Context: an optimization exercise on an open-source flow, tuned for small area and a short achievable clock period. The choices shown serve that exercise and are no tape-out recipe.
In this exercise RTL edits were held to simulation tests only and were not proved equivalent to the original.

Setup of lagoon:
## md_unit
module md_unit (
    input  logic        clk,
    input  logic        reset,
    input  logic        start,
    input  logic        cancel,
    input  logic [2:0]  op,
    input  logic [31:0] a,
    input  logic [31:0] b,
    output logic        busy,
    output logic [31:0] hi,
    output logic [31:0] lo
);
clock: 100.0 ns
lec_check: 0
abc_area: 1
cap_margin: 20
core_margin: 2
core_utilization: 40
slew_margin: 20
synth_hierarchical: 1
synth_minimum_keep_size: 2000
standard.sh (not shown) runs the stock make flow with config.mk's settings and CLKGATE_MAP_FILE= SYNTH_SCRIPT=/design/flow/synth_recipe.tcl, a recipe that flattens the netlist after the stock synthesis.
==> flow/flow/run.sh <==
#!/bin/bash
# The standard layout (standard.sh) with two changes:
#  - synthesis maps with ORFS's ABC area script without its upsize step (flow/abc_area.script),
#  - the ports get plain buffers (buf_1) instead of delay cells.
# Tool output: standard_make.log here and ORFS's own logs under orfs/logs.
set -euo pipefail
W=$(pwd)
rm -rf "$W/orfs_scripts"
cp -r "$FLOW_HOME/scripts" "$W/orfs_scripts"
cp "$W/flow/abc_area.script" "$W/orfs_scripts/abc_area.script"
export SCRIPTS_DIR="$W/orfs_scripts"
export BUFFER_PORTS_ARGS="-buffer_cell sky130_fd_sc_hd__buf_1"
bash standard.sh > standard_make.log 2>&1
==> flow/flow/abc_area.script <==
strash
dch
map -B 0.9
topo
stime -c
buffer -c
dnsize -c
lagoon was carried through to the last stage, and its layout satisfied the timing, design-rule and antenna checks.
[inputs] yarrow vs lagoon
-- flow/flow/run.sh --
<<< lagoon, line 13
>>> yarrow, line 13
export CTS_ARGS="-sink_clustering_enable -repair_clock_nets -dont_use_dummy_load"
Notes after the runs:
When yarrow is set beside lagoon, its clock-cell share of area turns out to be 0.66 points smaller. Summary of yarrow over lagoon: final setup slack of the worst path increased 0.0079 ns, layout overhead on the synthesized area lost 0.72 points, final hold slack moved down, via count has decreased, maximum frequency comparable. Going from lagoon to yarrow, cell count moved down, clock transition at the register clock pins on the worst setup and hold paths after CTS held steady.

* * *

The RTL this note starts from:
==> flow/design.v <==
package mips_defs;
    typedef enum logic [2:0] {
        MD_NONE  = 3'd0,
        MD_MULT  = 3'd1,
        MD_MULTU = 3'd2,
        MD_DIV   = 3'd3,
        MD_DIVU  = 3'd4,
        MD_MTHI  = 3'd5,
        MD_MTLO  = 3'd6
    } md_op_e;
endpackage
module md_add35 (
    input  logic [34:0] x,
    input  logic [34:0] y,
    input  logic        ci,
    output logic [34:0] s
);
    logic [35:0] g, p;
    logic [34:0] h;
    always_comb begin
        g[0] = ci;
        p[0] = 1'b0;
        for (int i = 0; i < 35; i++) begin
            g[i+1] = x[i] & y[i];
            p[i+1] = x[i] ^ y[i];
            h[i]   = x[i] ^ y[i];
        end
        for (int l = 1; l < 36; l = l * 2)
            for (int i = 2 * l - 1; i < 36; i += 2 * l) begin
                g[i] = g[i] | (p[i] & g[i-l]);
                p[i] = p[i] & p[i-l];
            end
        for (int l = 16; l >= 1; l = l / 2)
            for (int i = 3 * l - 1; i < 36; i += 2 * l) begin
                g[i] = g[i] | (p[i] & g[i-l]);
                p[i] = p[i] & p[i-l];
            end
        for (int i = 0; i < 35; i++) s[i] = h[i] ^ g[i];
    end
endmodule
module md_cneg (
    input  logic [31:0] x,
    input  logic        en,
    output logic [31:0] y
);
    logic [32:0] o;      
    always_comb begin
        o[0] = 1'b0;
        for (int i = 0; i < 32; i++) begin
            y[i]   = x[i] ^ (en & o[i]);
            o[i+1] = o[i] | x[i];
        end
    end
endmodule
module md_step (
    input  logic        dvj,      
    input  logic        df,       
    input  logic [33:0] u,
    input  logic [32:0] ms,       
    input  logic        one,      
    input  logic        two,      
    input  logic        negm,     
    input  logic        bneg,     
    input  logic        qp,       
    input  logic        qin,      
    output logic [34:0] s,        
    output logic        q,        
    output logic [33:0] un        
);
    logic [34:0] m35, x, y;
    logic        neg;
    assign neg = dvj ? (qp ^ bneg) : negm;
    assign m35 = {{2{ms[32]}}, ms};
    assign y   = (({35{one}} & m35) | ({35{two}} & {m35[33:0], 1'b0})) ^ {35{neg}};
    assign x   = {u[33], u};
    md_add35 u_add (.x(x), .y(y), .ci(neg), .s(s));
    assign q  = ~s[34];
    assign un = df ? {s[32:0], qin} : {s[34], s[34:2]};
endmodule
module md_dp (
    input  logic        busy,
    input  logic        dv,
    input  logic        sg,
    input  logic [3:0]  cnt,
    input  logic        bprev,
    input  logic        aneg_r,
    input  logic [31:0] m,
    input  logic [33:0] ph,
    input  logic [31:0] pl,
    input  logic [31:0] hi,
    input  logic [31:0] lo,
    output logic        last,
    output logic [33:0] ph_n,
    output logic [31:0] pl_n,
    output logic        bprev_n,
    output logic        aneg_n,
    output logic [31:0] hi_r,
    output logic [31:0] lo_r
);
    logic first;
    assign first = (cnt == 4'd0);
    assign last  = dv ? (cnt == 4'd9) : (cnt == 4'd4);
    logic [32:0] ms;
    logic        a_neg, b_neg, div_zero;
    assign ms       = {sg & m[31], m};
    assign b_neg    = sg & m[31];
    assign div_zero = (m == 32'd0);
    assign a_neg    = first ? (sg & pl[31]) : aneg_r;
    logic [31:0] pl_neg, rem_neg;
    md_cneg u_negq (.x(pl), .en(dv & (first ? a_neg : (aneg_r ^ b_neg))), .y(pl_neg));
    md_cneg u_negr (.x(s[0][32:1]), .en(aneg_r), .y(rem_neg));
    logic       fix;
    logic [3:0] dvj, one, two, negm, qp, qin;
    assign fix = dv & (cnt == 4'd9);
    always_comb begin
        for (int j = 0; j < 4; j++) begin
            logic b2, b1, b0;
            b2 = pl[2*j+1];
            b1 = pl[2*j];
            b0 = (j == 0) ? bprev : pl[2*j-1];
            dvj[j] = dv & ~fix & ~first;
            if (dv && first) begin
                one[j]  = 1'b0;
                two[j]  = 1'b0;
                negm[j] = 1'b0;
            end else if (dv && fix) begin
                one[j]  = 1'b0;
                two[j]  = (j == 0) & ph[33];
                negm[j] = b_neg;
            end else if (dv) begin
                one[j]  = 1'b1;
                two[j]  = 1'b0;
                negm[j] = 1'b0;
            end else if (cnt == 4'd4) begin
                one[j]  = (j == 0) & ~sg & bprev;
                two[j]  = 1'b0;
                negm[j] = 1'b0;
            end else begin
                one[j]  = b1 ^ b0;
                two[j]  = b2 ? (~b1 & ~b0) : (b1 & b0);
                negm[j] = b2;
            end
            qin[j] = (dv && first) ? ((j == 3) & pl_neg[31]) : pl[30-j];
        end
    end
    logic [33:0] u [0:4];
    logic [34:0] s [0:3];
    logic [3:0]  q;
    assign u[0] = ph;
    assign qp   = {q[2:0], ~ph[33]};
    for (genvar j = 0; j < 4; j++) begin : g_step
        md_step u_step (
            .dvj(dvj[j]), .df(dv), .u(u[j]), .ms(ms), .one(one[j]), .two(two[j]), .negm(negm[j]),
            .bneg(b_neg), .qp(qp[j]), .qin(qin[j]), .s(s[j]), .q(q[j]), .un(u[j+1])
        );
    end
    always_comb begin
        hi_r = hi;
        lo_r = lo;
        if (busy && last && (!dv || !div_zero)) begin
            hi_r = dv ? rem_neg : s[0][31:0];
            lo_r = pl_neg;
        end
    end
    always_comb begin
        bprev_n = bprev;
        aneg_n  = aneg_r;
        if (dv) begin
            ph_n = u[4];
            if (first) begin
                aneg_n = a_neg;
                pl_n   = pl_neg;
            end else begin
                pl_n = {pl[27:0], q[0], q[1], q[2], q[3]};
            end
        end else begin
            ph_n    = u[4];
            pl_n    = {s[3][1:0], s[2][1:0], s[1][1:0], s[0][1:0], pl[31:8]};
            bprev_n = pl[7];
        end
    end
endmodule
module md_unit (
    input  logic        clk,
    input  logic        reset,
    input  logic        start,
    input  logic        cancel,
    input  logic [2:0]  op,
    input  logic [31:0] a,
    input  logic [31:0] b,
    output logic        busy,
    output logic [31:0] hi,
    output logic [31:0] lo
);
    logic        idle;      
    logic        dv;        
    logic        sg;        
    logic [3:0]  cnt;       
    logic        bprev;     
    logic        aneg_r;    
    logic [31:0] m;         
    logic [33:0] ph;        
    logic [31:0] pl;        
    logic        last, bprev_n, aneg_n;
    logic [33:0] ph_n;
    logic [31:0] pl_n, hi_r, lo_r;
    md_dp u_dp (
        .busy(!idle), .dv(dv), .sg(sg), .cnt(cnt), .bprev(bprev), .aneg_r(aneg_r),
        .m(m), .ph(ph), .pl(pl), .hi(hi), .lo(lo),
        .last(last), .ph_n(ph_n), .pl_n(pl_n), .bprev_n(bprev_n), .aneg_n(aneg_n),
        .hi_r(hi_r), .lo_r(lo_r)
    );
    logic go, mthi, mtlo;
    assign go   = start && !cancel && idle;
    assign mthi = go && (op == 3'd5);
    assign mtlo = go && (op == 3'd6);
    logic run;
    assign run = go && (op != 3'd0) && (op[2:1] != 2'b11) && (op != 3'd5);
    logic hi_a, hi_k, lo_a, lo_k;
    assign hi_a = mthi && !reset;
    assign hi_k = !mthi && !reset;
    assign lo_a = mtlo && !reset;
    assign lo_k = !mtlo && !reset;
    always_ff @(posedge clk) begin
        hi <= ({32{hi_a}} & a) | ({32{hi_k}} & hi_r);
        lo <= ({32{lo_a}} & a) | ({32{lo_k}} & lo_r);
    end
    always_ff @(posedge clk) begin
        if (reset) begin
            busy <= 1'b0;
            idle <= 1'b1;
        end else begin
            if (!idle) begin
                busy <= !last;
                idle <= last;
            end else begin
                busy <= run;
                idle <= !run;
            end
        end
    end
    always_ff @(posedge clk) begin
        if (idle) begin
            m     <= b;
            pl    <= a;
            ph    <= '0;
            cnt   <= '0;
            bprev <= 1'b0;
            dv    <= op[2] | (op[1] & op[0]);    
            sg    <= (op == 3'd1) || (op == 3'd3);
        end else begin
            cnt    <= cnt + 4'd1;
            ph     <= ph_n;
            pl     <= pl_n;
            bprev  <= bprev_n;
            aneg_r <= aneg_n;
        end
    end
endmodule
==> flow/config.mk <==
export PLATFORM = sky130hd
export DESIGN_NAME = md_unit
export DESIGN_NICKNAME = md_unit
export VERILOG_FILES = /design/flow/design.v
export SDC_FILE = /design/flow/constraint.sdc
export NUM_CORES = 4
export LEC_CHECK = 0
export ABC_AREA = 1
export CAP_MARGIN = 20
export CORE_MARGIN = 2
export CORE_UTILIZATION = 40
export SLEW_MARGIN = 60
export SYNTH_HIERARCHICAL = 1
export SYNTH_MINIMUM_KEEP_SIZE = 2000
==> flow/constraint.sdc <==
create_clock -name core_clock -period 100.0 [get_ports {clk}]
set_input_delay 20.0000 -clock core_clock [delete_from_list [all_inputs] [get_ports {clk}]]
set_output_delay 20.0000 -clock core_clock [all_outputs]
set_load 0.01 [all_outputs]
==> flow/flow/run.sh <==
#!/bin/bash
# The standard layout (standard.sh) with these changes:
#  - synthesis maps with ORFS's ABC area script without its upsize step (flow/abc_area.script),
#  - the ports get plain buffers (buf_1) instead of delay cells,
#  - clock tree synthesis uses a clkbuf_16 root, clkbuf_8 elsewhere, and no dummy loads.
# Tool output: standard_make.log here and ORFS's own logs under orfs/logs.
set -euo pipefail
W=$(pwd)
rm -rf "$W/orfs_scripts"
cp -r "$FLOW_HOME/scripts" "$W/orfs_scripts"
cp "$W/flow/abc_area.script" "$W/orfs_scripts/abc_area.script"
export SCRIPTS_DIR="$W/orfs_scripts"
export BUFFER_PORTS_ARGS="-buffer_cell sky130_fd_sc_hd__buf_1"
export CTS_ARGS="-sink_clustering_enable -repair_clock_nets -dont_use_dummy_load -root_buf sky130_fd_sc_hd__clkbuf_16 -buf_list sky130_fd_sc_hd__clkbuf_8"
bash standard.sh > standard_make.log 2>&1
Scripts as last shown in full above: flow/flow/abc_area.script
Change:
- SLEW_MARGIN: 60 -> 45
- The changed run ran to the end with no violations
- critical path depth rose by 4
- routed wire length stays flat
- fmax fell by 1.7%
- design area fell by 0.64%
- setup slack loses 360 ps
- hold slack is about the same
- final cell count stays flat
- die area stays the same
Change:
==> flow/flow/run.sh (replaced) <==
#!/bin/bash
# The standard layout (standard.sh) with these changes:
#  - synthesis maps with ORFS's ABC area script without its upsize step (flow/abc_area.script),
#  - the ports get plain buffers (buf_1) instead of delay cells,
#  - clock tree synthesis uses no dummy loads.
# Tool output: standard_make.log here and ORFS's own logs under orfs/logs.
set -euo pipefail
W=$(pwd)
rm -rf "$W/orfs_scripts"
cp -r "$FLOW_HOME/scripts" "$W/orfs_scripts"
cp "$W/flow/abc_area.script" "$W/orfs_scripts/abc_area.script"
export SCRIPTS_DIR="$W/orfs_scripts"
export BUFFER_PORTS_ARGS="-buffer_cell sky130_fd_sc_hd__buf_1"
export CTS_ARGS="-sink_clustering_enable -repair_clock_nets -dont_use_dummy_load"
bash standard.sh > standard_make.log 2>&1
- SLEW_MARGIN: 45 -> 60
Result: The new run completed with no timing, DRC or antenna violations; cell count is about the same; cell area climbs slightly; via count drops slightly; sequential share of layout area decreases by 0.32 points; synthesized cell count stays the same; global-route usage is about the same.
Change:
==> flow/flow/run.sh (replaced) <==
#!/bin/bash
# The standard layout (standard.sh) with these changes:
#  - synthesis maps with ORFS's ABC area script, with dch -f and without its upsize step (flow/abc_area.script),
#  - the ports get plain buffers (buf_1) instead of delay cells,
#  - clock tree synthesis uses a clkbuf_16 root, clkbuf_8 elsewhere, and no dummy loads.
# Tool output: standard_make.log here and ORFS's own logs under orfs/logs.
set -euo pipefail
W=$(pwd)
rm -rf "$W/orfs_scripts"
cp -r "$FLOW_HOME/scripts" "$W/orfs_scripts"
cp "$W/flow/abc_area.script" "$W/orfs_scripts/abc_area.script"
export SCRIPTS_DIR="$W/orfs_scripts"
export BUFFER_PORTS_ARGS="-buffer_cell sky130_fd_sc_hd__buf_1"
export CTS_ARGS="-sink_clustering_enable -repair_clock_nets -dont_use_dummy_load -root_buf sky130_fd_sc_hd__clkbuf_16 -buf_list sky130_fd_sc_hd__clkbuf_8"
bash standard.sh > standard_make.log 2>&1
==> flow/flow/abc_area.script (replaced) <==
strash
dch -f
map -B 0.9
topo
stime -c
buffer -c
dnsize -c
Cell count rises by 0.96%. Worst setup slack gains 17 ps. Design area stays flat. Routed wire length decreases by 1.0%. Utilization falls by 0.84 points. Fmax is about the same. Synthesized cell count increases by 0.96%. Hold slack improved by 18 ps.

separate check: timing with driven ports:
The results above use ideal ports. As a check the final layouts listed here were re-extracted and re-timed, cells and wires unchanged. Step 1 sets driving cells, clkbuf_16 on the clock port and buf_2 on the other inputs (assumed; they add their load-dependent delay and slew). Step 2 times the ports against the registers' clock, not the clock port: input delays grow and output delays shrink by t, the midpoint of the rising clock arrivals with the driver on. Slacks: ideal ports / drivers / drivers and shift; pairs: ideal ports / drivers.
| run | shift t [ns] | setup WS [ns] | worst setup path at the end |
|---|---|---|---|
| lagoon | 0.560 | 78.857 / 78.793 / 78.559 | input to register |
| yarrow | 0.549 | 78.865 / 78.803 / 78.540 | input to register |
| the first run of note 2 | 0.504 | 78.925 / 78.870 / 78.586 | input to register |
| the second run of note 2 | 0.493 | 78.563 / 78.588 / 78.095 | input to register |
| the third run of note 2 | 0.536 | 78.896 / 78.841 / 78.589 | input to register |
| the fourth run of note 2 | 0.500 | 78.913 / 78.858 / 78.556 | input to register |
After both steps setup and hold are still met in every run listed. For the second run of note 2, which loses most, drivers alone change the setup slack by +0.025 ns; drivers and shift together by -0.468 ns.
